From an optimization exercise on the open Yosys and OpenROAD flow, aimed at small area; shortcuts taken in it are not production practice. Function was checked by simulation only, so behaviour that the tests miss may differ from the original. Power and IR drop assume default switching activity.

==> design.v <==
localparam CHAN_NUM   = 42;  
localparam GROUP_NUM  = 3;   
localparam GROUP_CHAN = 14;  
localparam CHA_W      = 4;   
localparam DATA_W     = 32;  
localparam ADDR_W     = 4;   
localparam REP_W      = 7;   
localparam STA_W      = 9;   
localparam CTL_W      = 5;   
localparam [DATA_W-1:0] VERSION_VAL = 32'h0000_0102;  
localparam [DATA_W-1:0] DATE_VAL    = 32'h2021_0719;
localparam [ADDR_W-1:0] ADDR_VERSION = 4'd0;   
localparam [ADDR_W-1:0] ADDR_DATE    = 4'd1;   
localparam [ADDR_W-1:0] ADDR_CFG     = 4'd2;   
localparam [ADDR_W-1:0] ADDR_CTRL    = 4'd3;   
localparam [ADDR_W-1:0] ADDR_STA     = 4'd4;   
localparam [ADDR_W-1:0] ADDR_LOS_LO  = 4'd5;   
localparam [ADDR_W-1:0] ADDR_LOS_HI  = 4'd6;   
localparam [ADDR_W-1:0] ADDR_TSF_LO  = 4'd7;
localparam [ADDR_W-1:0] ADDR_TSF_HI  = 4'd8;
localparam [ADDR_W-1:0] ADDR_WFUL_LO = 4'd9;   
localparam [ADDR_W-1:0] ADDR_WFUL_HI = 4'd10;
localparam [ADDR_W-1:0] ADDR_REMP_LO = 4'd11;  
localparam [ADDR_W-1:0] ADDR_REMP_HI = 4'd12;
localparam [ADDR_W-1:0] ADDR_LCK_LO  = 4'd13;  
localparam [ADDR_W-1:0] ADDR_LCK_HI  = 4'd14;
function automatic [CHAN_NUM-1:0] stickyNextR(input [CHAN_NUM-1:0] old,
                                              input [CHAN_NUM-1:0] live, input clrLo,
                                              input clrHi, input rst);
  reg [CHAN_NUM-1:0] keep;
  begin
    keep = {{(CHAN_NUM-DATA_W){~clrHi & ~rst}}, {DATA_W{~clrLo & ~rst}}};
    stickyNextR = (live & {CHAN_NUM{~rst}}) | (old & keep);
  end
endfunction
function automatic [CHAN_NUM-1:0] stickyNextL(input [CHAN_NUM-1:0] old,
                                              input [CHAN_NUM-1:0] live, input clrLo,
                                              input clrHi, input rst);
  reg [CHAN_NUM-1:0] keep;
  begin
    keep = {{(CHAN_NUM-DATA_W){~clrHi & ~rst}}, {DATA_W{~clrLo & ~rst}}};
    stickyNextL = live | (old & keep);
  end
endfunction
`timescale 1ns/1ps
module lineAlarmCapture
(
  input  logic        Ck_77,
  input  logic        Rs,           
  input  logic        sel_i,        
  input  logic [41:0] los_i,        
  input  logic [41:0] tsfA_i,       
  input  logic [41:0] tsfB_i,       
  input  logic [3:0]  clr_i,        
  output logic [41:0] losSticky_o,
  output logic [41:0] tsfSticky_o
);
localparam CHAN_NUM   = 42;  
localparam GROUP_NUM  = 3;   
localparam GROUP_CHAN = 14;  
localparam CHA_W      = 4;   
localparam DATA_W     = 32;  
localparam ADDR_W     = 4;   
localparam REP_W      = 7;   
localparam STA_W      = 9;   
localparam CTL_W      = 5;   
localparam [DATA_W-1:0] VERSION_VAL = 32'h0000_0102;  
localparam [DATA_W-1:0] DATE_VAL    = 32'h2021_0719;
localparam [ADDR_W-1:0] ADDR_VERSION = 4'd0;   
localparam [ADDR_W-1:0] ADDR_DATE    = 4'd1;   
localparam [ADDR_W-1:0] ADDR_CFG     = 4'd2;   
localparam [ADDR_W-1:0] ADDR_CTRL    = 4'd3;   
localparam [ADDR_W-1:0] ADDR_STA     = 4'd4;   
localparam [ADDR_W-1:0] ADDR_LOS_LO  = 4'd5;   
localparam [ADDR_W-1:0] ADDR_LOS_HI  = 4'd6;   
localparam [ADDR_W-1:0] ADDR_TSF_LO  = 4'd7;
localparam [ADDR_W-1:0] ADDR_TSF_HI  = 4'd8;
localparam [ADDR_W-1:0] ADDR_WFUL_LO = 4'd9;   
localparam [ADDR_W-1:0] ADDR_WFUL_HI = 4'd10;
localparam [ADDR_W-1:0] ADDR_REMP_LO = 4'd11;  
localparam [ADDR_W-1:0] ADDR_REMP_HI = 4'd12;
localparam [ADDR_W-1:0] ADDR_LCK_LO  = 4'd13;  
localparam [ADDR_W-1:0] ADDR_LCK_HI  = 4'd14;
function automatic [CHAN_NUM-1:0] stickyNextR(input [CHAN_NUM-1:0] old,
                                              input [CHAN_NUM-1:0] live, input clrLo,
                                              input clrHi, input rst);
  reg [CHAN_NUM-1:0] keep;
  begin
    keep = {{(CHAN_NUM-DATA_W){~clrHi & ~rst}}, {DATA_W{~clrLo & ~rst}}};
    stickyNextR = (live & {CHAN_NUM{~rst}}) | (old & keep);
  end
endfunction
function automatic [CHAN_NUM-1:0] stickyNextL(input [CHAN_NUM-1:0] old,
                                              input [CHAN_NUM-1:0] live, input clrLo,
                                              input clrHi, input rst);
  reg [CHAN_NUM-1:0] keep;
  begin
    keep = {{(CHAN_NUM-DATA_W){~clrHi & ~rst}}, {DATA_W{~clrLo & ~rst}}};
    stickyNextL = live | (old & keep);
  end
endfunction
  logic selA, selB;
  logic [CHAN_NUM-1:0] tsfKeep;
  assign selA    = ~sel_i & ~Rs;
  assign selB    = sel_i & ~Rs;
  assign tsfKeep = {{(CHAN_NUM-DATA_W){~clr_i[0] & ~Rs}}, {DATA_W{~clr_i[1] & ~Rs}}};
  logic [CHAN_NUM-1:0] tsfStickyN;  
  assign tsfSticky_o = ~tsfStickyN;
  always_ff @(posedge Ck_77)
  begin
    losSticky_o <= stickyNextR(losSticky_o, los_i, clr_i[3], clr_i[2], Rs);
    tsfStickyN <= ~((tsfA_i & {CHAN_NUM{selA}}) | (tsfB_i & {CHAN_NUM{selB}}) | (~tsfStickyN & tsfKeep));
  end
endmodule
`timescale 1ns/1ps
module channelAlarmCollect
(
  input  logic        Ck_77,
  input  logic        Rs,
  input  logic [20:0] rep_i,   
  input  logic [5:0]  clr_i,   
  output logic [41:0] wFulSticky_o,
  output logic [41:0] rEmpSticky_o,
  output logic [41:0] lckSticky_o
);
localparam CHAN_NUM   = 42;  
localparam GROUP_NUM  = 3;   
localparam GROUP_CHAN = 14;  
localparam CHA_W      = 4;   
localparam DATA_W     = 32;  
localparam ADDR_W     = 4;   
localparam REP_W      = 7;   
localparam STA_W      = 9;   
localparam CTL_W      = 5;   
localparam [DATA_W-1:0] VERSION_VAL = 32'h0000_0102;  
localparam [DATA_W-1:0] DATE_VAL    = 32'h2021_0719;
localparam [ADDR_W-1:0] ADDR_VERSION = 4'd0;   
localparam [ADDR_W-1:0] ADDR_DATE    = 4'd1;   
localparam [ADDR_W-1:0] ADDR_CFG     = 4'd2;   
localparam [ADDR_W-1:0] ADDR_CTRL    = 4'd3;   
localparam [ADDR_W-1:0] ADDR_STA     = 4'd4;   
localparam [ADDR_W-1:0] ADDR_LOS_LO  = 4'd5;   
localparam [ADDR_W-1:0] ADDR_LOS_HI  = 4'd6;   
localparam [ADDR_W-1:0] ADDR_TSF_LO  = 4'd7;
localparam [ADDR_W-1:0] ADDR_TSF_HI  = 4'd8;
localparam [ADDR_W-1:0] ADDR_WFUL_LO = 4'd9;   
localparam [ADDR_W-1:0] ADDR_WFUL_HI = 4'd10;
localparam [ADDR_W-1:0] ADDR_REMP_LO = 4'd11;  
localparam [ADDR_W-1:0] ADDR_REMP_HI = 4'd12;
localparam [ADDR_W-1:0] ADDR_LCK_LO  = 4'd13;  
localparam [ADDR_W-1:0] ADDR_LCK_HI  = 4'd14;
function automatic [CHAN_NUM-1:0] stickyNextR(input [CHAN_NUM-1:0] old,
                                              input [CHAN_NUM-1:0] live, input clrLo,
                                              input clrHi, input rst);
  reg [CHAN_NUM-1:0] keep;
  begin
    keep = {{(CHAN_NUM-DATA_W){~clrHi & ~rst}}, {DATA_W{~clrLo & ~rst}}};
    stickyNextR = (live & {CHAN_NUM{~rst}}) | (old & keep);
  end
endfunction
function automatic [CHAN_NUM-1:0] stickyNextL(input [CHAN_NUM-1:0] old,
                                              input [CHAN_NUM-1:0] live, input clrLo,
                                              input clrHi, input rst);
  reg [CHAN_NUM-1:0] keep;
  begin
    keep = {{(CHAN_NUM-DATA_W){~clrHi & ~rst}}, {DATA_W{~clrLo & ~rst}}};
    stickyNextL = live | (old & keep);
  end
endfunction
  logic [CHAN_NUM-1:0] wFulLive;  
  logic [CHAN_NUM-1:0] rEmpLive;
  logic [CHAN_NUM-1:0] lckLive;
  logic [CHAN_NUM-1:0] load;      
  logic [CHAN_NUM-1:0] hold;      
  logic [CHAN_NUM-1:0] wFulNew;   
  logic [CHAN_NUM-1:0] rEmpNew;
  logic [CHAN_NUM-1:0] lckNew;
  always_comb
  begin
    for (int g = 0; g < GROUP_NUM; g++)
    begin
      for (int c = 0; c < GROUP_CHAN; c++)
      begin
        load[g*GROUP_CHAN+c]    = (rep_i[g*REP_W+3 +: CHA_W] == CHA_W'(c)) & ~Rs;
        hold[g*GROUP_CHAN+c]    = (rep_i[g*REP_W+3 +: CHA_W] != CHA_W'(c)) & ~Rs;
        wFulNew[g*GROUP_CHAN+c] = rep_i[g*REP_W+2];
        rEmpNew[g*GROUP_CHAN+c] = rep_i[g*REP_W+1];
        lckNew[g*GROUP_CHAN+c]  = rep_i[g*REP_W+0];
      end
    end
  end
  always_ff @(posedge Ck_77)
  begin
    wFulLive <= (load & wFulNew) | (hold & wFulLive);
    rEmpLive <= (load & rEmpNew) | (hold & rEmpLive);
    lckLive  <= (load & lckNew)  | (hold & lckLive);
  end
  always_ff @(posedge Ck_77)
  begin
    wFulSticky_o <= stickyNextL(wFulSticky_o, wFulLive, clr_i[5], clr_i[4], Rs);
    rEmpSticky_o <= stickyNextL(rEmpSticky_o, rEmpLive, clr_i[3], clr_i[2], Rs);
    lckSticky_o  <= stickyNextL(lckSticky_o, lckLive, clr_i[1], clr_i[0], Rs);
  end
endmodule
`timescale 1ns/1ps
module regBank
(
  input  logic        Ck_77,
  input  logic        Rs,
  input  logic        req_cs,        
  input  logic        req_wr,        
  input  logic [3:0]  req_addr,
  input  logic [31:0] req_wdata,
  input  logic [8:0]  staA_i,
  input  logic [8:0]  staB_i,
  input  logic [41:0] losSticky_i,
  input  logic [41:0] tsfSticky_i,
  input  logic [41:0] wFulSticky_i,
  input  logic [41:0] rEmpSticky_i,
  input  logic [41:0] lckSticky_i,
  output logic        rsp_ack,       
  output logic [31:0] rsp_rdata,     
  output logic [4:0]  ctrlA_o,
  output logic [4:0]  ctrlB_o,
  output logic [3:0]  lineClr_o,     
  output logic [5:0]  chanClr_o      
);
localparam CHAN_NUM   = 42;  
localparam GROUP_NUM  = 3;   
localparam GROUP_CHAN = 14;  
localparam CHA_W      = 4;   
localparam DATA_W     = 32;  
localparam ADDR_W     = 4;   
localparam REP_W      = 7;   
localparam STA_W      = 9;   
localparam CTL_W      = 5;   
localparam [DATA_W-1:0] VERSION_VAL = 32'h0000_0102;  
localparam [DATA_W-1:0] DATE_VAL    = 32'h2021_0719;
localparam [ADDR_W-1:0] ADDR_VERSION = 4'd0;   
localparam [ADDR_W-1:0] ADDR_DATE    = 4'd1;   
localparam [ADDR_W-1:0] ADDR_CFG     = 4'd2;   
localparam [ADDR_W-1:0] ADDR_CTRL    = 4'd3;   
localparam [ADDR_W-1:0] ADDR_STA     = 4'd4;   
localparam [ADDR_W-1:0] ADDR_LOS_LO  = 4'd5;   
localparam [ADDR_W-1:0] ADDR_LOS_HI  = 4'd6;   
localparam [ADDR_W-1:0] ADDR_TSF_LO  = 4'd7;
localparam [ADDR_W-1:0] ADDR_TSF_HI  = 4'd8;
localparam [ADDR_W-1:0] ADDR_WFUL_LO = 4'd9;   
localparam [ADDR_W-1:0] ADDR_WFUL_HI = 4'd10;
localparam [ADDR_W-1:0] ADDR_REMP_LO = 4'd11;  
localparam [ADDR_W-1:0] ADDR_REMP_HI = 4'd12;
localparam [ADDR_W-1:0] ADDR_LCK_LO  = 4'd13;  
localparam [ADDR_W-1:0] ADDR_LCK_HI  = 4'd14;
function automatic [CHAN_NUM-1:0] stickyNextR(input [CHAN_NUM-1:0] old,
                                              input [CHAN_NUM-1:0] live, input clrLo,
                                              input clrHi, input rst);
  reg [CHAN_NUM-1:0] keep;
  begin
    keep = {{(CHAN_NUM-DATA_W){~clrHi & ~rst}}, {DATA_W{~clrLo & ~rst}}};
    stickyNextR = (live & {CHAN_NUM{~rst}}) | (old & keep);
  end
endfunction
function automatic [CHAN_NUM-1:0] stickyNextL(input [CHAN_NUM-1:0] old,
                                              input [CHAN_NUM-1:0] live, input clrLo,
                                              input clrHi, input rst);
  reg [CHAN_NUM-1:0] keep;
  begin
    keep = {{(CHAN_NUM-DATA_W){~clrHi & ~rst}}, {DATA_W{~clrLo & ~rst}}};
    stickyNextL = live | (old & keep);
  end
endfunction
  logic                 ackQ;
  logic [DATA_W-1:0]    rdQ;         
  logic [DATA_W-1:0]    rdNext;
  logic [DATA_W-1:0]    cfgQ;        
  logic [2*CTL_W-1:0]   ctrlQ;       
  logic [2*STA_W-1:0]   staLive;
  logic [2*STA_W-1:0]   staStickyQ;  
  logic                 staClr;
  logic                 accept;
  logic                 wrAcc;
  logic                 rdAcc;
  assign accept  = req_cs & ~ackQ;  
  assign wrAcc   = accept & req_wr;
  assign rdAcc   = accept & ~req_wr;
  assign staLive = {staB_i, staA_i};
  logic cfgLd, cfgKeep, ctrlLd, ctrlKeep;
  assign cfgLd    = wrAcc && req_addr == ADDR_CFG && !Rs;
  assign cfgKeep  = !(wrAcc && req_addr == ADDR_CFG) && !Rs;
  assign ctrlLd   = wrAcc && req_addr == ADDR_CTRL && !Rs;
  assign ctrlKeep = !(wrAcc && req_addr == ADDR_CTRL) && !Rs;
  always_comb
  begin
    case (req_addr)
      ADDR_VERSION: rdNext = VERSION_VAL;
      ADDR_DATE:    rdNext = DATE_VAL;
      ADDR_CFG:     rdNext = cfgQ;
      ADDR_CTRL:    rdNext = DATA_W'(ctrlQ);            
      ADDR_STA:     rdNext = DATA_W'(staStickyQ);
      ADDR_LOS_LO:  rdNext = losSticky_i[DATA_W-1:0];
      ADDR_LOS_HI:  rdNext = DATA_W'(losSticky_i[CHAN_NUM-1:DATA_W]);
      ADDR_TSF_LO:  rdNext = tsfSticky_i[DATA_W-1:0];
      ADDR_TSF_HI:  rdNext = DATA_W'(tsfSticky_i[CHAN_NUM-1:DATA_W]);
      ADDR_WFUL_LO: rdNext = wFulSticky_i[DATA_W-1:0];
      ADDR_WFUL_HI: rdNext = DATA_W'(wFulSticky_i[CHAN_NUM-1:DATA_W]);
      ADDR_REMP_LO: rdNext = rEmpSticky_i[DATA_W-1:0];
      ADDR_REMP_HI: rdNext = DATA_W'(rEmpSticky_i[CHAN_NUM-1:DATA_W]);
      ADDR_LCK_LO:  rdNext = lckSticky_i[DATA_W-1:0];
      ADDR_LCK_HI:  rdNext = DATA_W'(lckSticky_i[CHAN_NUM-1:DATA_W]);
      default:      rdNext = '0;                        
    endcase
  end
  assign staClr    = rdAcc && (req_addr == ADDR_STA);
  assign lineClr_o = {rdAcc && (req_addr == ADDR_LOS_LO), rdAcc && (req_addr == ADDR_LOS_HI),
                      rdAcc && (req_addr == ADDR_TSF_LO), rdAcc && (req_addr == ADDR_TSF_HI)};
  assign chanClr_o = {rdAcc && (req_addr == ADDR_WFUL_LO), rdAcc && (req_addr == ADDR_WFUL_HI),
                      rdAcc && (req_addr == ADDR_REMP_LO), rdAcc && (req_addr == ADDR_REMP_HI),
                      rdAcc && (req_addr == ADDR_LCK_LO), rdAcc && (req_addr == ADDR_LCK_HI)};
  always_ff @(posedge Ck_77)
  begin
    ackQ <= accept & ~Rs;  
    cfgQ  <= (req_wdata & {DATA_W{cfgLd}}) | (cfgQ & {DATA_W{cfgKeep}});
    ctrlQ <= (req_wdata[2*CTL_W-1:0] & {(2*CTL_W){ctrlLd}}) | (ctrlQ & {(2*CTL_W){ctrlKeep}});
    if (Rs)
      staStickyQ <= '0;
    else if (staClr)
      staStickyQ <= staLive;               
    else
      staStickyQ <= staStickyQ | staLive;
  end
  always_ff @(posedge Ck_77)
  begin
    rdQ <= rdNext;
  end
  assign rsp_ack   = ackQ;
  assign rsp_rdata = rdQ;
  assign ctrlA_o   = ctrlQ[CTL_W-1:0];       
  assign ctrlB_o   = ctrlQ[2*CTL_W-1:CTL_W];
endmodule
`timescale 1ns/1ps
module e1AlarmTop
(
  input  logic        Ck_77,
  input  logic        Rs,
  input  logic        req_cs,
  input  logic        req_wr,
  input  logic [3:0]  req_addr,
  input  logic [31:0] req_wdata,
  input  logic        sel_i,       
  input  logic [41:0] los_i,
  input  logic [41:0] tsfA_i,
  input  logic [41:0] tsfB_i,
  input  logic [20:0] rep_i,       
  input  logic [8:0]  staA_i,
  input  logic [8:0]  staB_i,
  output logic        rsp_ack,
  output logic [31:0] rsp_rdata,
  output logic [4:0]  ctrlA_o,
  output logic [4:0]  ctrlB_o
);
  logic [41:0] losSticky;   
  logic [41:0] tsfSticky;
  logic [41:0] wFulSticky;  
  logic [41:0] rEmpSticky;
  logic [41:0] lckSticky;
  logic [3:0]  lineClr;
  logic [5:0]  chanClr;
  lineAlarmCapture lineCap0
  (
    .Ck_77       (Ck_77),
    .Rs          (Rs),
    .sel_i       (sel_i),
    .los_i       (los_i),
    .tsfA_i      (tsfA_i),
    .tsfB_i      (tsfB_i),
    .clr_i       (lineClr),
    .losSticky_o (losSticky),
    .tsfSticky_o (tsfSticky)
  );
  channelAlarmCollect chanCol0
  (
    .Ck_77        (Ck_77),
    .Rs           (Rs),
    .rep_i        (rep_i),
    .clr_i        (chanClr),
    .wFulSticky_o (wFulSticky),
    .rEmpSticky_o (rEmpSticky),
    .lckSticky_o  (lckSticky)
  );
  regBank regBank0
  (
    .Ck_77        (Ck_77),
    .Rs           (Rs),
    .req_cs       (req_cs),
    .req_wr       (req_wr),
    .req_addr     (req_addr),
    .req_wdata    (req_wdata),
    .staA_i       (staA_i),
    .staB_i       (staB_i),
    .losSticky_i  (losSticky),
    .tsfSticky_i  (tsfSticky),
    .wFulSticky_i (wFulSticky),
    .rEmpSticky_i (rEmpSticky),
    .lckSticky_i  (lckSticky),
    .rsp_ack      (rsp_ack),
    .rsp_rdata    (rsp_rdata),
    .ctrlA_o      (ctrlA_o),
    .ctrlB_o      (ctrlB_o),
    .lineClr_o    (lineClr),
    .chanClr_o    (chanClr)
  );
endmodule
==> flow/run.sh <==
#!/bin/bash
# Standard ORFS layout (the standard.sh) with three changes:
#  - synthesis maps logic with an area-oriented ABC script (flow/abc_area.script) in place of
#    ORFS's delay-oriented one; the registers are mapped before ABC runs, so they are the same
#  - port buffers use the smallest buffer
#  - the clock tree uses clkbuf_8 on larger sink clusters, without dummy balancing loads
set -euo pipefail
cd "$(dirname "$0")/.."
rm -rf scripts_mod
cp -r "$FLOW_HOME/scripts" scripts_mod
cp flow/abc_area.script scripts_mod/abc_speed.script
export SCRIPTS_DIR="$PWD/scripts_mod"
export BUFFER_PORTS_ARGS="-buffer_cell sky130_fd_sc_hd__buf_1"
export CTS_ARGS="-sink_clustering_enable -repair_clock_nets -dont_use_dummy_load -buf_list {sky130_fd_sc_hd__clkbuf_8} -sink_clustering_size 18 -sink_clustering_max_diameter 60"
bash standard.sh > flow_make.log 2>&1
==> flow/abc_area.script <==
&get -n
&st
&dch
&nf -R 1000 -p -C 32 -F 10
&put
==> standard.sh <==
#!/bin/bash
# synth_recipe.tcl (not shown) runs the flow's synth.tcl, then flattens the netlist and writes it again
# the make line also repeats each setting of config.mk as NAME=value (left out here)
make -C /OpenROAD-flow-scripts/flow DESIGN_CONFIG=/design/flow/config.mk WORK_HOME=/design/flow/orfs CLKGATE_MAP_FILE= SYNTH_SCRIPT=/design/flow/synth_recipe.tcl "${@:-finish}"
==> config.mk <==
export PLATFORM = sky130hd
export DESIGN_NAME = e1AlarmTop
export DESIGN_NICKNAME = e1AlarmTop
export VERILOG_FILES = /design/flow/design.v
export SDC_FILE = /design/flow/constraint.sdc
export NUM_CORES = 4
export LEC_CHECK = 0
export CAP_MARGIN = 20
export CORE_MARGIN = 2
export CORE_UTILIZATION = 40
export SLEW_MARGIN = 20
==> constraint.sdc <==
create_clock -name core_clock -period 10.0 [get_ports {Ck_77}]
set_input_delay 2.0000 -clock core_clock [delete_from_list [all_inputs] [get_ports {Ck_77}]]
set_output_delay 2.0000 -clock core_clock [all_outputs]
set_load 0.01 [all_outputs]
==> summary.txt, run 1 <==
Synth
  • Register area share after synthesis: 60.6%
  • Yosys top cell area share: 60.6%
  • Mapped Area: 14200 um2
  • Cell taking the most area after synthesis: dfxtp_1
  • Most used DFF post-synth: dfxtp_1
  • Most frequent cell after synthesis: dfxtp_1
  • Synthesized Nets: 1473
  • Synth top area cells: dfxtp_1, a22o_1, a21o_1
  • Top post-synthesis cells by count: dfxtp_1, a22o_1, nor2_1
  • Avg Cell Area, Syn: 11.2 um2
  • Yosys warns: 3
  • Seq cells post-synth: 429
  • Asr flop ratio synth: 0%
  • Post-synth EDFFs: 0
  • Netlist cell types: 25
  • Post-synthesis cell count: 1267

STA
  • Clock skew: 54.0 ps
  • Final Max Tran Viols: 0
  • Fmax: 0.246 GHz
  • Final setup viols: 0
  • Fin. Hold Viols: 0
  • Least-Margin Pin Slew: 1190 ps
  • Max_slew headroom: 20.4%
  • Setup TNS: 0 ps
  • Tmin final: 4060 ps
  • Period Utilization, post-route: 40.6%
  • RSZ-0062 raised after global routing: false

Setup path
  • Worst r2r src: regBank0.ackQ
  • FF-to-FF End: lineCap0.losSticky_o[11]
  • Crit path max fanout: 48
  • R2r worst-path depth: 6
  • Crit-path max cell delay: 940 ps
  • Crit start category: input pin
  • R2R Setup Slk: 7370 ps
  • Critical Path End Type: flip-flop
  • Crit path DAT: 4560 ps
  • Critical Path RT: 10510 ps
  • WS Path Type: input pin to flip-flop
  • Crit-path slowest cell: clkinv_1
  • CP Launch Point: Rs
  • Worst setup path end: lineCap0.tsfStickyN[30]
  • Crit path cell chain: clkbuf_4 -> clkinv_1 -> o31ai_4 -> buf_4 -> nor2_1 -> a221oi_1

Clock tree
  • Htree depth: 1
  • TritonCTS buffer count: 31
  • CTS clk-pin slew, worst paths: 110 ps
  • Worst-Skew Late Latency: 640 ps
  • CTS Hold Bufs: 0
  • Clock Sinks: 429
  • Post-cts sizing count: 0
  • Max clock buf depth: 3
  • Post-CTS setup buffer count: 0
  • Root buffer cell: clkbuf_8
  • TritonCTS clock tree: built

Finish
  • Ratio of cells with drive above 1 in the final layout: 4.72%
  • Non-Filler Instances: 2024
  • Nets: 1776
  • Layout Area Growth over Synthesis: 15.6%

Detailed routing
  • Antenna viol nets, final: 0
  • Drt drc: 0
  • Via count: 12000
  • DRT Pass-1 Iters: 6
  • Starting DRT DRC Count: 852
  • Vias per std cell: 5.95
  • Routed Wire Length: 46700 um
  • WL per Instance: 23.1 um

Floorplanning
  • Die Width: 192 um
  • Site Rows: 68
  • Die Y-Extent: 192 um
  • Die area: 37000 um2
  • Initial Util: 40.8%
  • I/O Pins: 249
  • Core area: 34700 um2

Global routing
  • Global-route wire length before repair: 69200 um
  • Largest net degree at the start of global routing: 61
  • Total track usage: 24.7%
  • Vias in the first global route: 11500
  • Initial antenna violation count: 1
  • Grt ovf: 0

Placed design
  • Number of port buffers: 248
  • Placed insts: 1992
  • Placer Congestion: 0.844
  • DP Wirelength: 31400 um

Job
  • Max Cap Violations: 0

Power and ir drop
  • Pwr/cell area: 176 nW/um2
  • Max IR drop VDD: 0.127 mV
  • P_leak: 7.04 nW

Worst hold path
  • Min-Delay Path Class: flip-flop to flip-flop
  • Hold path startpoint: chanCol0.lckLive[24]

Run status
  • Status: finished clean
==> state kept, by name (all words and copies together), names as in the netlist <==
| name | count |
|---|---|
| regBank0.ackQ | 1 |
| lineCap0.tsfStickyN | 42 |
| lineCap0.losSticky_o | 42 |
| regBank0.staStickyQ | 18 |
| chanCol0.wFulSticky_o | 42 |
| chanCol0.wFulLive | 42 |
| chanCol0.lckLive | 42 |
| chanCol0.rEmpLive | 42 |
| regBank0.ctrlQ | 10 |
| regBank0.rdQ | 32 |
| regBank0.cfgQ | 32 |
| chanCol0.lckSticky_o | 42 |
| chanCol0.rEmpSticky_o | 42 |
==> logic make-up after synthesis <==
| group | synth area share, % |
|---|---|
| compound gates | 31.0 |
| buf+inv | 0.0264 |
| flops | 60.6 |
| simple gates | 8.37 |
==> power breakdown <==
part           total (mW)  internal (mW)  switching [mW]
Combinational       0.243         0.0865           0.157
Sequential           1.83           1.79          0.0441
Clock               0.805          0.276           0.529
==> per-layer routing <==
metal	wire, um	track usage [%]	share of wire (%)	up-vias
met5	0	0	0	-
met2	21400	40.2	46	483
li1	-	-	-	5574
met1	20700	34.1	44	5913
met3	3610	4.04	7.7	63
met4	1030	6.52	2.2	0
==> placed cells by master, fill, tap and decap left out, types with 2 or more instances in the layout <==
cell         n
a21o_1     126
a21oi_1     95
a21oi_2      3
a21oi_4      2
a221oi_1    76
a222oi_1    10
a22o_1     182
a22oi_1     36
a31oi_1     16
and3_1      22
buf_1      247
buf_4       22
clkbuf_8    31
dfxtp_1    429
nand2_1     29
nand2b_1    14
nand3_1     16
nand4_1     10
nor2_1     124
nor2_2       7
nor2b_1     13
nor3_1      14
nor3_2       3
nor4_1       4
o2111ai_1   14
o21ai_0      2
o22ai_1     10
==> through the flow <==
stage / area, um2 / power, mW / hold slack [ps] / setup slack, ps / utilization [%]
CTS: 16400 / 2.89 / 421 / 6030 / 47.1
global placement: 15900 / 2.11 / 411 / 5510 / 45.9
global route: 16400 / 2.99 / 434 / 5860 / 47.2
finish: 16400 / 2.88 / 417 / 5940 / 47.2
floorplan: 14200 / 1.98 / 405 / 4480 / -
detailed placement: 15900 / 2.11 / 418 / 5400 / 45.9
==> worst min-delay path by stage <==
stage,end,slack (ps),depth (start not counted)
2_1_floorplan,chanCol0.lckSticky_o[0],410,1
3_5_place_dp,chanCol0.wFulSticky_o[8],420,1
3_3_place_gp,chanCol0.lckSticky_o[32],410,1
5_1_grt,chanCol0.lckSticky_o[33],430,1
4_1_cts,chanCol0.lckSticky_o[24],420,1
6_report,chanCol0.lckSticky_o[24],420,1
==> worst max-delay path, delay by kind of cell <==
| family | cells | cell delay [ps] |
|---|---|---|
| AND/OR/NAND/NOR | 1 | 80 |
| AO/OA/AOI/OAI | 2 | 500 |
| buffers and inverters | 3 | 1920 |
==> cell type report <==
| type | instances | area [um2] |
|---|---|---|
| fillers | 3379 | 18300 |
| clock buffers | 31 | 427 |
| flip-flops and latches | 429 | 8590 |
| well taps | 455 | 569 |
| repair buffers | 270 | 1100 |
| diodes | 1 | 2.50 |
| multi-input cells | 837 | 5700 |
| inverters | 1 | 3.75 |
==> run 2, diff against run 1 <==
--- a/config.mk
+++ b/config.mk
@@ -8,4 +8,4 @@
 export CAP_MARGIN = 20
 export CORE_MARGIN = 2
-export CORE_UTILIZATION = 40
+export CORE_UTILIZATION = 75
 export SLEW_MARGIN = 20
==> summary.txt, run 2 <==
Run status
  • Status: finished clean

Finish
  • Non-Filler Instances: 1796 (-11%)
  • Commonest cells after routing, fill and taps aside: dfxtp_1, buf_1, a22o_1, nor2_1, a21o_1
  • Nets: 1768 (-0.45%)
  • Ratio of cells with drive above 1 in the final layout: 4.04% (-0.68 points)
  • Layout Area Growth over Synthesis: 13.0%
  • Commonest non-fill, non-tap cell in the layout: dfxtp_1

Clock tree
  • Max clock buf depth: 3 (unchanged)
  • Htree depth: 1 (unchanged)
  • Root buffer cell: clkbuf_8
  • Worst-Skew Late Latency: 610 ps (-30 ps)
  • CTS Hold Bufs: 0 (unchanged)
  • TritonCTS clock tree: built
  • Clock Sinks: 429 (unchanged)
  • Post-CTS setup buffer count: 0 (unchanged)
  • TritonCTS buffer count: 28 (-9.7%)
  • Post-cts sizing count: 0 (unchanged)
  • CTS clk-pin slew, worst paths: 110 ps (about the same)

Floorplanning
  • Die Y-Extent: 141 um (-26%)
  • Core area: 18600 um2 (-46%)
  • Site Rows: 50 (-26%)
  • Initial Util: 76.1% (+35 points)
  • Die area: 20000 um2 (-46%)
  • I/O Pins: 249 (unchanged)
  • Die Width: 141 um (-26%)

Synth
  • XOR/XNOR Fraction of Synth Area: 0% (unchanged)
  • Adder-Cell Fraction of Synth Area: 0% (unchanged)
  • Mapped Area: 14200 um2 (unchanged)
  • Yosys top cell area share: 60.6% (unchanged)
  • Post-synthesis compound-gate area fraction: 31.0% (unchanged)
  • Yosys warns: 3 (unchanged)
  • Fraction of the mapped netlist area in simple logic gates: 8.37% (unchanged)
  • Asr flop ratio synth: 0% (unchanged)
  • Cell taking the most area after synthesis: dfxtp_1
  • Most used DFF post-synth: dfxtp_1
  • Largest family of logic cells by synthesized area: compound AO/OA/AOI/OAI gates
  • Post-synth EDFFs: 0 (unchanged)
  • Synth top area cells: dfxtp_1, a22o_1, a21o_1
  • Synthesized Nets: 1473 (unchanged)
  • Avg Cell Area, Syn: 11.2 um2 (unchanged)
  • Netlist cell types: 25 (unchanged)
  • Most frequent cell after synthesis: dfxtp_1
  • Multiplexer share of the synthesized area: 0% (unchanged)
  • Seq cells post-synth: 429 (unchanged)
  • Post-synthesis cell count: 1267 (unchanged)
  • Register area share after synthesis: 60.6% (unchanged)
  • Top post-synthesis cells by count: dfxtp_1, a22o_1, nor2_1

Setup path
  • FF-to-FF End: regBank0.staStickyQ[15]
  • Critical Path End Type: flip-flop
  • R2R Setup Slk: 7100 ps (-270 ps)
  • WS Path Type: input pin to flip-flop
  • Worst setup path end: lineCap0.tsfStickyN[6]
  • Crit start category: input pin
  • Crit path max fanout: 61 (+27%)
  • Worst r2r src: regBank0.ackQ
  • R2r worst-path depth: 5 (-1)
  • Crit path DAT: 4590 ps (+30 ps)
  • CP Launch Point: Rs
  • Critical Path RT: 10520 ps (about the same)

Detailed routing
  • Starting DRT DRC Count: 1467 (+72%)
  • Vias per std cell: 7.10 (+19%)
  • Routed Wire Length: 43000 um (-7.9%)
  • Antenna viol nets, final: 0 (unchanged)
  • Drt drc: 0 (unchanged)
  • DRT Pass-1 Iters: 7 (+1)
  • Via count: 12700 (+5.9%)
  • WL per Instance: 24.0 um (+3.8%)

Global routing
  • Met3 GRT Util: 8.98% (+4.9 points)
  • Grt ovf: 0 (unchanged)
  • Vias in the first global route: 12400 (+7.7%)
  • Met2 GRT Util: 66.1% (+26 points)
  • Initial antenna violation count: 1 (unchanged)
  • Largest net degree at the start of global routing: 78 (+28%)
  • Global-route wire length before repair: 66000 um (-4.7%)
  • M1 GR Usage: 56.1% (+22 points)
  • Grt peak-use layer: met2
  • Total track usage: 41.8% (+17 points)

STA
  • Period Utilization, post-route: 40.7% (+0.070 points)
  • Fmax: 0.246 GHz (-0.17%)
  • Final Hold Slack: 435 ps (+18.3 ps)
  • Final Max Tran Viols: 0 (unchanged)
  • Least-Margin Pin Slew: 1140 ps (-54.0 ps)
  • Tmin final: 4070 ps (+7.04 ps)
  • Fin. Hold Viols: 0 (unchanged)
  • Setup TNS: 0 ps (unchanged)
  • Max_slew headroom: 24.0% (+3.6 points)
  • Clock skew: 27.0 ps (-27.0 ps)
  • RSZ-0062 raised after global routing: false
  • Final setup viols: 0 (unchanged)

Placed design
  • Placer Congestion: 0.912 (+8.1%)
  • Number of port buffers: 248 (unchanged)
  • Placed insts: 1766 (-11%)
  • DP Wirelength: 29200 um (-6.8%)

Power and ir drop
  • Max IR drop VDD: 0.163 mV (+28%)
  • Pwr/cell area: 177 nW/um2 (+0.60%)
  • P_leak: 6.99 nW (-0.71%)

Job
  • Max Cap Violations: 0 (unchanged)

Worst hold path
  • Min-Delay Path Class: flip-flop to flip-flop
run 2: cell counts after synthesis:
No cell type changed its count.
run 2: power by group:
group          internal, mW  switching, mW
Clock                 0.251          0.505
Sequential             1.79         0.0472
Combinational        0.0855          0.155
Total                  2.13          0.707
run 2: cells by family (layout without fill, tap and decap cells):
family / Yosys count / in the layout
AOI/OAI and AO/OA: 576 / 576
buffers and inverters: 1 / 294
DFF: 429 / 429
other: 0 / 2
and+or+nand+nor: 261 / 261
run 2: metrics by stage:
| stage | power [mW] | setup slack, ps | area [um2] | util, % |
|---|---|---|---|---|
| after floorplan | 1.98 | 4480 | 14200 | - |
| after global placement | 2.09 | 5540 | 15600 | 83.8 |
| after detailed placement | 2.10 | 5380 | 15600 | 83.8 |
| after CTS | 2.81 | 6030 | 16000 | 85.8 |
| after global routing | 2.91 | 5710 | 16000 | 85.9 |
| final | 2.83 | 5930 | 16000 | 85.9 |
run 2: how the worst min path moves through the flow:
stage          slack, ps  cells past startpoint                        end                  start
4_1_cts              440                      1   chanCol0.lckSticky_o[13]   chanCol0.lckLive[13]
3_5_place_dp         420                      1   chanCol0.lckSticky_o[13]   chanCol0.lckLive[13]
3_3_place_gp         410                      1  chanCol0.wFulSticky_o[14]  chanCol0.wFulLive[14]
2_1_floorplan        410                      1    chanCol0.lckSticky_o[0]    chanCol0.lckLive[0]
5_1_grt              450                      1  chanCol0.wFulSticky_o[39]  chanCol0.wFulLive[39]
6_report             440                      1  chanCol0.wFulSticky_o[39]  chanCol0.wFulLive[39]
run 2: metal layers:
layer	part of all wire, %	wire [um]
met5	0	0
met1	38	16500
met2	45	19300
met3	13	5390
met4	4.5	1920
run 2: cell type report:
| class | instances | area (um2) |
|---|---|---|
| sequential | 429 | 8590 |
| multi-input combinational | 837 | 5680 |
| fill | 1050 | 2630 |
| timing repair buffer | 265 | 1060 |
| clock buffer | 28 | 385 |
| tap | 234 | 293 |
| antenna | 2 | 5.00 |
| inverter | 1 | 3.75 |
run 2: worst max-delay path, stage by stage:
cell      delay (ps)
clkbuf_4         580
clkinv_1         830
o31ai_4          390
buf_4            400
nor2_1           110
a221oi_1         210
==> run 3, diff against run 2 <==
--- a/design.v
+++ b/design.v
@@ -25,20 +25,11 @@
 localparam [ADDR_W-1:0] ADDR_LCK_LO  = 4'd13;  
 localparam [ADDR_W-1:0] ADDR_LCK_HI  = 4'd14;
-function automatic [CHAN_NUM-1:0] stickyNextR(input [CHAN_NUM-1:0] old,
-                                              input [CHAN_NUM-1:0] live, input clrLo,
-                                              input clrHi, input rst);
+function automatic [CHAN_NUM-1:0] stickyNext(input [CHAN_NUM-1:0] old,
+                                             input [CHAN_NUM-1:0] live, input clrLo,
+                                             input clrHi, input stale);
   reg [CHAN_NUM-1:0] keep;
   begin
-    keep = {{(CHAN_NUM-DATA_W){~clrHi & ~rst}}, {DATA_W{~clrLo & ~rst}}};
-    stickyNextR = (live & {CHAN_NUM{~rst}}) | (old & keep);
-  end
-endfunction
-function automatic [CHAN_NUM-1:0] stickyNextL(input [CHAN_NUM-1:0] old,
-                                              input [CHAN_NUM-1:0] live, input clrLo,
-                                              input clrHi, input rst);
-  reg [CHAN_NUM-1:0] keep;
-  begin
-    keep = {{(CHAN_NUM-DATA_W){~clrHi & ~rst}}, {DATA_W{~clrLo & ~rst}}};
-    stickyNextL = live | (old & keep);
+    keep = {{(CHAN_NUM-DATA_W){~clrHi & ~stale}}, {DATA_W{~clrLo & ~stale}}};
+    stickyNext = live | (old & keep);
   end
 endfunction
@@ -48,4 +39,5 @@
   input  logic        Ck_77,
   input  logic        Rs,           
+  input  logic        stale_i,      
   input  logic        sel_i,        
   input  logic [41:0] los_i,        
@@ -82,32 +74,23 @@
 localparam [ADDR_W-1:0] ADDR_LCK_LO  = 4'd13;  
 localparam [ADDR_W-1:0] ADDR_LCK_HI  = 4'd14;
-function automatic [CHAN_NUM-1:0] stickyNextR(input [CHAN_NUM-1:0] old,
-                                              input [CHAN_NUM-1:0] live, input clrLo,
-                                              input clrHi, input rst);
-  reg [CHAN_NUM-1:0] keep;
-  begin
-    keep = {{(CHAN_NUM-DATA_W){~clrHi & ~rst}}, {DATA_W{~clrLo & ~rst}}};
-    stickyNextR = (live & {CHAN_NUM{~rst}}) | (old & keep);
-  end
-endfunction
-function automatic [CHAN_NUM-1:0] stickyNextL(input [CHAN_NUM-1:0] old,
-                                              input [CHAN_NUM-1:0] live, input clrLo,
-                                              input clrHi, input rst);
+function automatic [CHAN_NUM-1:0] stickyNext(input [CHAN_NUM-1:0] old,
+                                             input [CHAN_NUM-1:0] live, input clrLo,
+                                             input clrHi, input stale);
   reg [CHAN_NUM-1:0] keep;
   begin
-    keep = {{(CHAN_NUM-DATA_W){~clrHi & ~rst}}, {DATA_W{~clrLo & ~rst}}};
-    stickyNextL = live | (old & keep);
+    keep = {{(CHAN_NUM-DATA_W){~clrHi & ~stale}}, {DATA_W{~clrLo & ~stale}}};
+    stickyNext = live | (old & keep);
   end
 endfunction
   logic selA, selB;
   logic [CHAN_NUM-1:0] tsfKeep;
-  assign selA    = ~sel_i & ~Rs;
+  assign selA    = ~sel_i & ~Rs;    
   assign selB    = sel_i & ~Rs;
-  assign tsfKeep = {{(CHAN_NUM-DATA_W){~clr_i[0] & ~Rs}}, {DATA_W{~clr_i[1] & ~Rs}}};
+  assign tsfKeep = {{(CHAN_NUM-DATA_W){~clr_i[0] & ~stale_i}}, {DATA_W{~clr_i[1] & ~stale_i}}};
   logic [CHAN_NUM-1:0] tsfStickyN;  
   assign tsfSticky_o = ~tsfStickyN;
   always_ff @(posedge Ck_77)
   begin
-    losSticky_o <= stickyNextR(losSticky_o, los_i, clr_i[3], clr_i[2], Rs);
+    losSticky_o <= stickyNext(losSticky_o, los_i, clr_i[3], clr_i[2], stale_i);
     tsfStickyN <= ~((tsfA_i & {CHAN_NUM{selA}}) | (tsfB_i & {CHAN_NUM{selB}}) | (~tsfStickyN & tsfKeep));
   end
@@ -118,4 +101,5 @@
   input  logic        Ck_77,
   input  logic        Rs,
+  input  logic        stale_i,  
   input  logic [20:0] rep_i,   
   input  logic [5:0]  clr_i,   
@@ -150,20 +134,11 @@
 localparam [ADDR_W-1:0] ADDR_LCK_LO  = 4'd13;  
 localparam [ADDR_W-1:0] ADDR_LCK_HI  = 4'd14;
-function automatic [CHAN_NUM-1:0] stickyNextR(input [CHAN_NUM-1:0] old,
-                                              input [CHAN_NUM-1:0] live, input clrLo,
-                                              input clrHi, input rst);
+function automatic [CHAN_NUM-1:0] stickyNext(input [CHAN_NUM-1:0] old,
+                                             input [CHAN_NUM-1:0] live, input clrLo,
+                                             input clrHi, input stale);
   reg [CHAN_NUM-1:0] keep;
   begin
-    keep = {{(CHAN_NUM-DATA_W){~clrHi & ~rst}}, {DATA_W{~clrLo & ~rst}}};
-    stickyNextR = (live & {CHAN_NUM{~rst}}) | (old & keep);
-  end
-endfunction
-function automatic [CHAN_NUM-1:0] stickyNextL(input [CHAN_NUM-1:0] old,
-                                              input [CHAN_NUM-1:0] live, input clrLo,
-                                              input clrHi, input rst);
-  reg [CHAN_NUM-1:0] keep;
-  begin
-    keep = {{(CHAN_NUM-DATA_W){~clrHi & ~rst}}, {DATA_W{~clrLo & ~rst}}};
-    stickyNextL = live | (old & keep);
+    keep = {{(CHAN_NUM-DATA_W){~clrHi & ~stale}}, {DATA_W{~clrLo & ~stale}}};
+    stickyNext = live | (old & keep);
   end
 endfunction
@@ -198,7 +173,7 @@
   always_ff @(posedge Ck_77)
   begin
-    wFulSticky_o <= stickyNextL(wFulSticky_o, wFulLive, clr_i[5], clr_i[4], Rs);
-    rEmpSticky_o <= stickyNextL(rEmpSticky_o, rEmpLive, clr_i[3], clr_i[2], Rs);
-    lckSticky_o  <= stickyNextL(lckSticky_o, lckLive, clr_i[1], clr_i[0], Rs);
+    wFulSticky_o <= stickyNext(wFulSticky_o, wFulLive, clr_i[5], clr_i[4], stale_i);
+    rEmpSticky_o <= stickyNext(rEmpSticky_o, rEmpLive, clr_i[3], clr_i[2], stale_i);
+    lckSticky_o  <= stickyNext(lckSticky_o, lckLive, clr_i[1], clr_i[0], stale_i);
   end
 endmodule
@@ -224,5 +199,6 @@
   output logic [4:0]  ctrlB_o,
   output logic [3:0]  lineClr_o,     
-  output logic [5:0]  chanClr_o      
+  output logic [5:0]  chanClr_o,     
+  output logic        stale_o        
 );
 localparam CHAN_NUM   = 42;  
@@ -252,20 +228,11 @@
 localparam [ADDR_W-1:0] ADDR_LCK_LO  = 4'd13;  
 localparam [ADDR_W-1:0] ADDR_LCK_HI  = 4'd14;
-function automatic [CHAN_NUM-1:0] stickyNextR(input [CHAN_NUM-1:0] old,
-                                              input [CHAN_NUM-1:0] live, input clrLo,
-                                              input clrHi, input rst);
-  reg [CHAN_NUM-1:0] keep;
-  begin
-    keep = {{(CHAN_NUM-DATA_W){~clrHi & ~rst}}, {DATA_W{~clrLo & ~rst}}};
-    stickyNextR = (live & {CHAN_NUM{~rst}}) | (old & keep);
-  end
-endfunction
-function automatic [CHAN_NUM-1:0] stickyNextL(input [CHAN_NUM-1:0] old,
-                                              input [CHAN_NUM-1:0] live, input clrLo,
-                                              input clrHi, input rst);
+function automatic [CHAN_NUM-1:0] stickyNext(input [CHAN_NUM-1:0] old,
+                                             input [CHAN_NUM-1:0] live, input clrLo,
+                                             input clrHi, input stale);
   reg [CHAN_NUM-1:0] keep;
   begin
-    keep = {{(CHAN_NUM-DATA_W){~clrHi & ~rst}}, {DATA_W{~clrLo & ~rst}}};
-    stickyNextL = live | (old & keep);
+    keep = {{(CHAN_NUM-DATA_W){~clrHi & ~stale}}, {DATA_W{~clrLo & ~stale}}};
+    stickyNext = live | (old & keep);
   end
 endfunction
@@ -281,4 +248,6 @@
   logic                 wrAcc;
   logic                 rdAcc;
+  logic                 staleQ;      
+  logic [2*STA_W-1:0]   staKeep;
   assign accept  = req_cs & ~ackQ;  
   assign wrAcc   = accept & req_wr;
@@ -290,24 +259,26 @@
   assign ctrlLd   = wrAcc && req_addr == ADDR_CTRL && !Rs;
   assign ctrlKeep = !(wrAcc && req_addr == ADDR_CTRL) && !Rs;
+  logic [15:0] slot;    
+  logic [15:0] rdSel;   
   always_comb
   begin
-    case (req_addr)
-      ADDR_VERSION: rdNext = VERSION_VAL;
-      ADDR_DATE:    rdNext = DATE_VAL;
-      ADDR_CFG:     rdNext = cfgQ;
-      ADDR_CTRL:    rdNext = DATA_W'(ctrlQ);            
-      ADDR_STA:     rdNext = DATA_W'(staStickyQ);
-      ADDR_LOS_LO:  rdNext = losSticky_i[DATA_W-1:0];
-      ADDR_LOS_HI:  rdNext = DATA_W'(losSticky_i[CHAN_NUM-1:DATA_W]);
-      ADDR_TSF_LO:  rdNext = tsfSticky_i[DATA_W-1:0];
-      ADDR_TSF_HI:  rdNext = DATA_W'(tsfSticky_i[CHAN_NUM-1:DATA_W]);
-      ADDR_WFUL_LO: rdNext = wFulSticky_i[DATA_W-1:0];
-      ADDR_WFUL_HI: rdNext = DATA_W'(wFulSticky_i[CHAN_NUM-1:DATA_W]);
-      ADDR_REMP_LO: rdNext = rEmpSticky_i[DATA_W-1:0];
-      ADDR_REMP_HI: rdNext = DATA_W'(rEmpSticky_i[CHAN_NUM-1:DATA_W]);
-      ADDR_LCK_LO:  rdNext = lckSticky_i[DATA_W-1:0];
-      ADDR_LCK_HI:  rdNext = DATA_W'(lckSticky_i[CHAN_NUM-1:DATA_W]);
-      default:      rdNext = '0;                        
-    endcase
+    for (int i = 0; i < 16; i++)
+      slot[i] = (req_addr == 4'(i));
+    rdSel = slot & ~({16{staleQ}} & 16'h7FF0);
+    rdNext = ({DATA_W{rdSel[ADDR_VERSION]}} & VERSION_VAL)
+           | ({DATA_W{rdSel[ADDR_DATE]}}    & DATE_VAL)
+           | ({DATA_W{rdSel[ADDR_CFG]}}     & cfgQ)
+           | ({DATA_W{rdSel[ADDR_CTRL]}}    & DATA_W'(ctrlQ))
+           | ({DATA_W{rdSel[ADDR_STA]}}     & DATA_W'(staStickyQ))
+           | ({DATA_W{rdSel[ADDR_LOS_LO]}}  & losSticky_i[DATA_W-1:0])
+           | ({DATA_W{rdSel[ADDR_LOS_HI]}}  & DATA_W'(losSticky_i[CHAN_NUM-1:DATA_W]))
+           | ({DATA_W{rdSel[ADDR_TSF_LO]}}  & tsfSticky_i[DATA_W-1:0])
+           | ({DATA_W{rdSel[ADDR_TSF_HI]}}  & DATA_W'(tsfSticky_i[CHAN_NUM-1:DATA_W]))
+           | ({DATA_W{rdSel[ADDR_WFUL_LO]}} & wFulSticky_i[DATA_W-1:0])
+           | ({DATA_W{rdSel[ADDR_WFUL_HI]}} & DATA_W'(wFulSticky_i[CHAN_NUM-1:DATA_W]))
+           | ({DATA_W{rdSel[ADDR_REMP_LO]}} & rEmpSticky_i[DATA_W-1:0])
+           | ({DATA_W{rdSel[ADDR_REMP_HI]}} & DATA_W'(rEmpSticky_i[CHAN_NUM-1:DATA_W]))
+           | ({DATA_W{rdSel[ADDR_LCK_LO]}}  & lckSticky_i[DATA_W-1:0])
+           | ({DATA_W{rdSel[ADDR_LCK_HI]}}  & DATA_W'(lckSticky_i[CHAN_NUM-1:DATA_W]));
   end
   assign staClr    = rdAcc && (req_addr == ADDR_STA);
@@ -317,15 +288,13 @@
                       rdAcc && (req_addr == ADDR_REMP_LO), rdAcc && (req_addr == ADDR_REMP_HI),
                       rdAcc && (req_addr == ADDR_LCK_LO), rdAcc && (req_addr == ADDR_LCK_HI)};
+  assign stale_o = staleQ;
+  assign staKeep = {(2*STA_W){~staClr & ~staleQ}};
   always_ff @(posedge Ck_77)
   begin
+    staleQ <= Rs;
     ackQ <= accept & ~Rs;  
     cfgQ  <= (req_wdata & {DATA_W{cfgLd}}) | (cfgQ & {DATA_W{cfgKeep}});
     ctrlQ <= (req_wdata[2*CTL_W-1:0] & {(2*CTL_W){ctrlLd}}) | (ctrlQ & {(2*CTL_W){ctrlKeep}});
-    if (Rs)
-      staStickyQ <= '0;
-    else if (staClr)
-      staStickyQ <= staLive;               
-    else
-      staStickyQ <= staStickyQ | staLive;
+    staStickyQ <= staLive | (staStickyQ & staKeep);  
   end
   always_ff @(posedge Ck_77)
@@ -366,8 +335,10 @@
   logic [3:0]  lineClr;
   logic [5:0]  chanClr;
+  logic        stale;       
   lineAlarmCapture lineCap0
   (
     .Ck_77       (Ck_77),
     .Rs          (Rs),
+    .stale_i     (stale),
     .sel_i       (sel_i),
     .los_i       (los_i),
@@ -382,4 +353,5 @@
     .Ck_77        (Ck_77),
     .Rs           (Rs),
+    .stale_i      (stale),
     .rep_i        (rep_i),
     .clr_i        (chanClr),
@@ -408,5 +380,6 @@
     .ctrlB_o      (ctrlB_o),
     .lineClr_o    (lineClr),
-    .chanClr_o    (chanClr)
+    .chanClr_o    (chanClr),
+    .stale_o      (stale)
   );
 endmodule
==> summary.txt, run 3 <==
Run status
  • Status: finished clean

Detailed routing
  • DRT Pass-1 Iters: 9 (+2)
  • Routed Wire Length: 40900 um (-4.9%)
  • Via count: 12400 (-2.6%)
  • Drt drc: 0 (unchanged)
  • Starting DRT DRC Count: 1579 (+7.6%)
  • Vias per std cell: 7.08 (-0.18%)
  • Antenna viol nets, final: 0 (unchanged)
  • WL per Instance: 23.4 um (-2.6%)

Finish
  • Fillers: 1072 (+2.1%)
  • Ratio of cells with drive above 1 in the final layout: 4.34% (+0.31 points)
  • Cell area after layout: 16100 um2 (+0.38%)
  • Commonest non-fill, non-tap cell in the layout: dfxtp_1
  • Commonest cells after routing, fill and taps aside: dfxtp_1, buf_1, a21o_1, a22o_1, nor2_1
  • Layout Area Growth over Synthesis: 13.4%
  • # diodes: 0 (-2)
  • Nets: 1727 (-2.3%)

Synth
  • Synthesized Nets: 1430 (-2.9%)
  • Register area share after synthesis: 60.7% (+0.14 points)
  • Cell taking the most area after synthesis: dfxtp_1
  • Top post-synthesis cells by count: dfxtp_1, a21o_1, a22o_1
  • Yosys warns: 3 (unchanged)
  • Seq cells post-synth: 430 (+0.23%)
  • Post-synth EDFFs: 0 (unchanged)
  • Synth top area cells: dfxtp_1, a22o_1, a21o_1
  • Mapped Area: 14200 um2 (about the same)
  • Yosys top cell area share: 60.7% (+0.14 points)
  • Asr flop ratio synth: 0% (unchanged)
  • Post-synthesis cell count: 1224 (-3.4%)
  • Avg Cell Area, Syn: 11.6 um2 (+3.5%)
  • Most frequent cell after synthesis: dfxtp_1
  • Most used DFF post-synth: dfxtp_1
  • Netlist cell types: 24 (-4.0%)

Setup path
  • Crit start category: input pin
  • Crit path max fanout: 19 (-69%)
  • Critical path's most frequent cell: a221o_1
  • Critical Path End Type: flip-flop
  • Worst r2r src: regBank0.staleQ
  • Crit-path max cell delay: 650 ps (-180 ps)
  • R2R Setup Slk: 6740 ps (-360 ps)
  • R2r worst-path depth: 6 (+1)
  • Crit-path slowest cell: or3_1
  • WS Path Type: input pin to flip-flop
  • Crit path cell chain: buf_1 -> nand2b_1 -> or3_1 -> buf_4 -> o221ai_1 -> a221o_1 -> a221o_1 -> a221o_1
  • Critical Path RT: 10480 ps (-40 ps)
  • FF-to-FF End: regBank0.rdQ[6]
  • Crit path DAT: 4810 ps (+220 ps)

Global routing
  • Largest net degree at the start of global routing: 66 (-15%)
  • Initial antenna violation count: 0 (-1)
  • Global-route wire length before repair: 62400 um (-5.5%)
  • Vias in the first global route: 12100 (-2.7%)
  • Total track usage: 39.3% (-2.5 points)
  • Grt ovf: 0 (unchanged)

Placed design
  • DP Wirelength: 27400 um (-6.5%)
  • Placer Congestion: 0.958 (+5.0%)
  • Placed Area: 15600 um2 (+0.11%)
  • Number of port buffers: 248 (unchanged)

STA
  • Fmax: 0.231 GHz (-6.2%)
  • Final setup viols: 0 (unchanged)
  • Least-Margin Pin Slew: 1160 ps (+21.5 ps)
  • Final Hold Slack: 433 ps (-1.79 ps)
  • Tmin final: 4330 ps (+267 ps)
  • RSZ-0062 raised after global routing: false
  • Final Max Tran Viols: 0 (unchanged)
  • Max_slew headroom: 22.6% (-1.4 points)
  • Period Utilization, post-route: 43.3% (+2.7 points)
  • Fin. Hold Viols: 0 (unchanged)
  • Clock skew: 14.6 ps (-12.4 ps)
  • Setup TNS: 0 ps (unchanged)

Power and ir drop
  • Pwr/cell area: 175 nW/um2 (-1.2%)
  • P_leak: 7.11 nW (+1.7%)
  • Max IR drop VDD: 0.154 mV (-5.7%)

Floorplanning
  • Die Y-Extent: 142 um (about the same)
  • Die Width: 142 um (about the same)
  • I/O Pins: 249 (unchanged)
  • Initial Util: 76.1% (about the same)
  • Core area: 18600 um2 (unchanged)
  • Die area: 20000 um2 (about the same)
  • Site Rows: 50 (unchanged)

Clock tree
  • Htree depth: 1 (unchanged)
  • Post-CTS setup buffer count: 0 (unchanged)
  • CTS clk-pin slew, worst paths: 110 ps (about the same)
  • TritonCTS buffer count: 27 (-3.6%)
  • Post-cts sizing count: 0 (unchanged)
  • Clock Sinks: 430 (+0.23%)
  • Worst-Skew Late Latency: 580 ps (-30 ps)
  • CTS Hold Bufs: 0 (unchanged)
  • Root buffer cell: clkbuf_8
  • TritonCTS clock tree: built
  • Max clock buf depth: 3 (unchanged)

Worst hold path
  • Hold depth: 1 (unchanged)
  • Hold path startpoint: chanCol0.wFulLive[41]
  • Hold Path Sink: chanCol0.wFulSticky_o[41]
  • Min-Delay Path Class: flip-flop to flip-flop

Job
  • Max Cap Violations: 0 (unchanged)
run 3: changes by cell type in the layout (fill, tap and decap cells not counted), sizes merged, moves of 7 or more:
| cell | delta |
|---|---|
| a21oi | -51 |
| nor2 | -45 |
| and3 | -22 |
| a221o | +12 |
| nor3 | +7 |
| a221oi | -16 |
| o211ai | +12 |
| a22o | -14 |
| nand2 | +7 |
| o2111ai | -12 |
| nor4 | +10 |
| a21o | +62 |
| a222oi | +14 |
run 3: layout make-up:
class	count	area, um2	area share, %
clock buffer	27	372	2.31
multi-input combinational	794	5680	35.3
sequential	430	8610	53.5
tap	234	293	1.82
timing repair buffer	268	1120	6.98
run 3: critical path: cells and delay by family:
kind / cells / cell delay, ps
AO/OA/AOI/OAI: 4 / 1060
buffers and inverters: 2 / 700
AND/OR/NAND/NOR: 2 / 1030
run 3: kinds of logic (layout without fill, tap and decap cells):
logic type,Yosys count,count (layout),share of synthesized area [%]
simple gates,214,214,6.94
compound gates,580,580,32.4
buf+inv,0,295,0
flops,430,430,60.7
run 3: through the flow:
stage | total power, mW | setup WS (ps) | util [%] | cells
final | 2.81 | 5670 | 86.2 | 1753
after global routing | 2.89 | 5570 | 86.2 | 1753
after CTS | 2.79 | 5780 | 85.9 | 1751
after detailed placement | 2.10 | 5170 | 83.9 | 1724
after global placement | 2.09 | 5320 | 83.8 | 1724
after floorplan | 1.98 | 3890 | - | 1224
run 3: power by group:
group | total (mW) | internal (mW) | switching (mW)
registers | 1.84 | 1.79 | 0.0516
clock network | 0.735 | 0.243 | 0.492
logic | 0.230 | 0.0888 | 0.141
run 3: worst max path at each step:
stage / cells past startpoint / startpoint / endpoint / slack, ps
after floorplan: 4 / req_addr[0] / regBank0.cfgQ[0] / 3890
after global placement: 8 / req_addr[3] / regBank0.rdQ[6] / 5320
after detailed placement: 8 / req_addr[3] / regBank0.rdQ[6] / 5170
after CTS: 5 / req_addr[0] / regBank0.ctrlQ[4] / 5780
after global routing: 8 / req_addr[3] / regBank0.rdQ[6] / 5570
final: 8 / req_addr[3] / regBank0.rdQ[6] / 5670
run 3: metal layers:
metal | vias up | global-route usage, % | share of wire, %
met1 | 5982 | 49.3 | 38
li1 | 5458 | - | -
met5 | - | 0 | 0
met2 | 822 | 66.6 | 48
met4 | 0 | 19.6 | 4.6
met3 | 157 | 6.01 | 9.8
==> run 4, diff against run 3 <==
==> flow/run.sh (replaced) <==
#!/bin/bash
# Standard ORFS layout (the standard.sh) with three changes:
#  - synthesis maps logic with an area-oriented ABC script (flow/abc_area.script) in place of
#    ORFS's delay-oriented one; the registers are mapped before ABC runs, so they are the same
#  - port buffers use the smallest buffer
#  - the clock tree uses clkbuf_8 on larger sink clusters under a clkbuf_4 root, without dummy
#    balancing loads
set -euo pipefail
cd "$(dirname "$0")/.."
rm -rf scripts_mod
cp -r "$FLOW_HOME/scripts" scripts_mod
cp flow/abc_area.script scripts_mod/abc_speed.script
export SCRIPTS_DIR="$PWD/scripts_mod"
export BUFFER_PORTS_ARGS="-buffer_cell sky130_fd_sc_hd__buf_1"
export CTS_ARGS="-sink_clustering_enable -repair_clock_nets -dont_use_dummy_load -buf_list {sky130_fd_sc_hd__clkbuf_8} -root_buf sky130_fd_sc_hd__clkbuf_4 -sink_clustering_size 18 -sink_clustering_max_diameter 60"
bash standard.sh > flow_make.log 2>&1
==> summary.txt, run 4 <==
Detailed routing
  • Routed met3 length: 3870 um (-3.0%)
  • Highest metal used: met4
  • DRT Pass-1 Iters: 9 (unchanged)
  • Antenna viol nets, final: 0 (unchanged)
  • Starting DRT DRC Count: 1447 (-8.4%)
  • Via count: 12300 (-0.72%)
  • Drt drc: 0 (unchanged)
  • WL per Instance: 23.2 um (-0.46%)
  • Vias per std cell: 7.03 (-0.78%)
  • WL met2: 19600 um (-0.66%)
  • Wl on met1: 15400 um (+0.16%)
  • Routed Wire Length: 40800 um (-0.40%)

Synth
  • Synthesized Nets: 1430 (unchanged)
  • Yosys top cell area share: 60.7% (unchanged)
  • Synth top area cells: dfxtp_1, a22o_1, a21o_1
  • Most used DFF post-synth: dfxtp_1
  • Avg Cell Area, Syn: 11.6 um2 (unchanged)
  • Top post-synthesis cells by count: dfxtp_1, a21o_1, a22o_1
  • Post-synthesis cell count: 1224 (unchanged)
  • Netlist cell types: 24 (unchanged)
  • Mapped Area: 14200 um2 (unchanged)
  • Seq cells post-synth: 430 (unchanged)
  • Cell taking the most area after synthesis: dfxtp_1
  • Asr flop ratio synth: 0% (unchanged)
  • Most frequent cell after synthesis: dfxtp_1
  • Post-synth EDFFs: 0 (unchanged)
  • Register area share after synthesis: 60.7% (unchanged)
  • Yosys warns: 3 (unchanged)

Job
  • Max Cap Violations: 0 (unchanged)

Clock tree
  • TritonCTS buffer count: 27 (unchanged)
  • Post-cts sizing count: 0 (unchanged)
  • Max clock buf depth: 3 (unchanged)
  • Root buffer cell: clkbuf_4
  • Htree depth: 1 (unchanged)
  • Clock Sinks: 430 (unchanged)
  • Worst-Skew Late Latency: 740 ps (+160 ps)
  • CTS clk-pin slew, worst paths: 110 ps (about the same)
  • Post-CTS setup buffer count: 0 (unchanged)
  • CTS Hold Bufs: 0 (unchanged)
  • TritonCTS clock tree: built

STA
  • Period Utilization, post-route: 42.3% (-1.0 points)
  • Least-Margin Pin Slew: 1180 ps (+21.2 ps)
  • Clock skew: 26.5 ps (+11.9 ps)
  • Final setup viols: 0 (unchanged)
  • RSZ-0062 raised after global routing: false
  • Setup TNS: 0 ps (unchanged)
  • Final Max Tran Viols: 0 (unchanged)
  • Fin. Hold Viols: 0 (unchanged)
  • Tmin final: 4230 ps (-104 ps)
  • Fmax: 0.237 GHz (+2.5%)
  • Max_slew headroom: 21.2% (-1.4 points)

Floorplanning
  • Core area: 18600 um2 (unchanged)
  • Die Width: 142 um (unchanged)
  • Site Rows: 50 (unchanged)
  • Initial Util: 76.1% (unchanged)
  • Die area: 20000 um2 (unchanged)
  • Die Y-Extent: 142 um (unchanged)
  • I/O Pins: 249 (unchanged)

Global routing
  • Total track usage: 39.2% (-0.14 points)
  • Global-route wire length before repair: 62100 um (-0.42%)
  • Vias in the first global route: 12100 (unchanged)
  • Grt ovf: 0 (unchanged)
  • Initial antenna violation count: 1 (+1)
  • Largest net degree at the start of global routing: 66 (unchanged)

Finish
  • Ratio of cells with drive above 1 in the final layout: 4.34% (unchanged)
  • Commonest cells after routing, fill and taps aside: dfxtp_1, buf_1, a21o_1, a22o_1, nor2_1
  • Nets: 1727 (unchanged)
  • Commonest non-fill, non-tap cell in the layout: dfxtp_1
  • Util after Layout: 86.2% (-0.087 points)
  • Non-Filler Instances: 1754 (+0.057%)
  • Layout Area Growth over Synthesis: 13.3%

Setup path
  • Crit path DAT: 4840 ps (+30 ps)
  • R2R Setup Slk: 6690 ps (-50 ps)
  • Critical Path End Type: flip-flop
  • Critical Path RT: 10610 ps (+130 ps)
  • FF-to-FF End: regBank0.rdQ[2]
  • WS Path Type: input pin to flip-flop
  • Crit start category: input pin
  • Crit path max fanout: 19 (unchanged)
  • R2r worst-path depth: 6 (unchanged)
  • Worst r2r src: regBank0.staleQ

Power and ir drop
  • Pwr/cell area: 174 nW/um2 (-0.61%)
  • P_leak: 7.11 nW (-0.11%)
  • Max IR drop VDD: 0.159 mV (+3.2%)

Placed design
  • DP Wirelength: 27400 um (unchanged)
  • Placer Congestion: 0.958 (unchanged)
  • Number of port buffers: 248 (unchanged)
  • Placed insts: 1724 (unchanged)

Worst hold path
  • Hold path startpoint: chanCol0.wFulLive[41]
  • Min-Delay Path Class: flip-flop to flip-flop
  • Hold depth: 1 (unchanged)
  • Hold Path Sink: chanCol0.wFulSticky_o[41]

Run status
  • Status: finished clean
## run 4: cell types whose count changed in the layout (fill, tap and decap cells not counted), sizes merged
cell   previous run  this run
diode             0         1
## run 4: how the worst max path moves through the flow
| stage | start | endpoint | slack, ps |
|---|---|---|---|
| after CTS | req_addr[0] | regBank0.ctrlQ[4] | 5940 |
| after global routing | req_addr[3] | regBank0.rdQ[6] | 5750 |
| after floorplan | req_addr[0] | regBank0.cfgQ[0] | 3890 |
| after detailed placement | req_addr[3] | regBank0.rdQ[6] | 5170 |
| final | req_addr[3] | regBank0.rdQ[2] | 5770 |
| after global placement | req_addr[3] | regBank0.rdQ[6] | 5320 |
## run 4: report_power, final
group | switching (mW) | internal, mW | total [mW] | leakage [nW]
clock network | 0.489 | 0.227 | 0.716 | 0.186
logic | 0.141 | 0.0888 | 0.230 | 3.40
registers | 0.0515 | 1.79 | 1.84 | 3.52
## run 4: worst max-delay path: stages
cell and delay [ps]:
buf_1 300, nand2b_1 370, or3_1 650, buf_4 410, o221ai_1 210, a221o_1 300
a221o_1 280, a221o_1 300
## run 4: cells by family (layout without fill, tap and decap cells)
group | Yosys count | in the layout | share of synthesized area, %
AO/OA/AOI/OAI | 580 | 580 | 32.4
flip-flops | 430 | 430 | 60.7
buffers and inverters | 0 | 295 | 0
other | 0 | 1 | 0
AND/OR/NAND/NOR | 214 | 214 | 6.94
## run 4: layout make-up
cell class	count	area, um2
Clock buffer	27	353
Sequential cell	430	8610
Multi-Input combinational cell	794	5680
Fill cell	1073	2580
Tap cell	234	293
Timing Repair Buffer	268	1120
Antenna cell	1	2.50
## run 4: layer usage
metal	global-route usage [%]	vias to the layer above
met2	66.1	800
met3	6.38	145
met5	0	-
li1	-	5467
met1	48.8	5917
met4	20.3	0
## run 4: through the flow
stage                     hold WS [ps]  total power [mW]  instance area, um2  worst slack [ps]
final                              438              2.79               16100              5770
after global routing               442              2.87               16100              5750
after CTS                          438              2.78               16000              5940
after detailed placement           419              2.10               15600              5170
after global placement             412              2.09               15600              5320
after floorplan                    405              1.98               14200              3890

==> port drivers added, routing unchanged <==
No port has a modelled driver above. Below, the same layouts with a new extraction and two added sets of constraints. Step 1: set_driving_cell puts a clkbuf_16 on Ck_77 and a buf_2 on each other input, an assumption about the parent block. Step 2 moves the port delays by t, midway between the first and last clock arrival at a register: inputs arrive t later, outputs are due t later. That takes back most of the time a late clock gives input paths. Slacks: ideal ports / drivers / drivers and shift; pairs: ideal ports / drivers.
run	shift t [ns]	setup slack, ns	hold slack, ns	clock arrival spread, ns
run 1	0.670	5.942 / 5.964 / 5.294	0.417 / 0.417 / 0.417	0.054 / 0.054
run 2	0.638	5.935 / 5.951 / 5.313	0.435 / 0.435 / 0.435	0.029 / 0.030
run 3	0.622	5.668 / 5.675 / 5.053	0.433 / 0.433 / 0.433	0.018 / 0.018
run 4	0.772	5.772 / 5.782 / 5.010	0.438 / 0.438 / 0.438	0.028 / 0.027
After both steps every run listed still meets setup and hold. For run 4, which loses most, drivers alone change the setup slack by +0.010 ns; drivers and shift together by -0.762 ns.
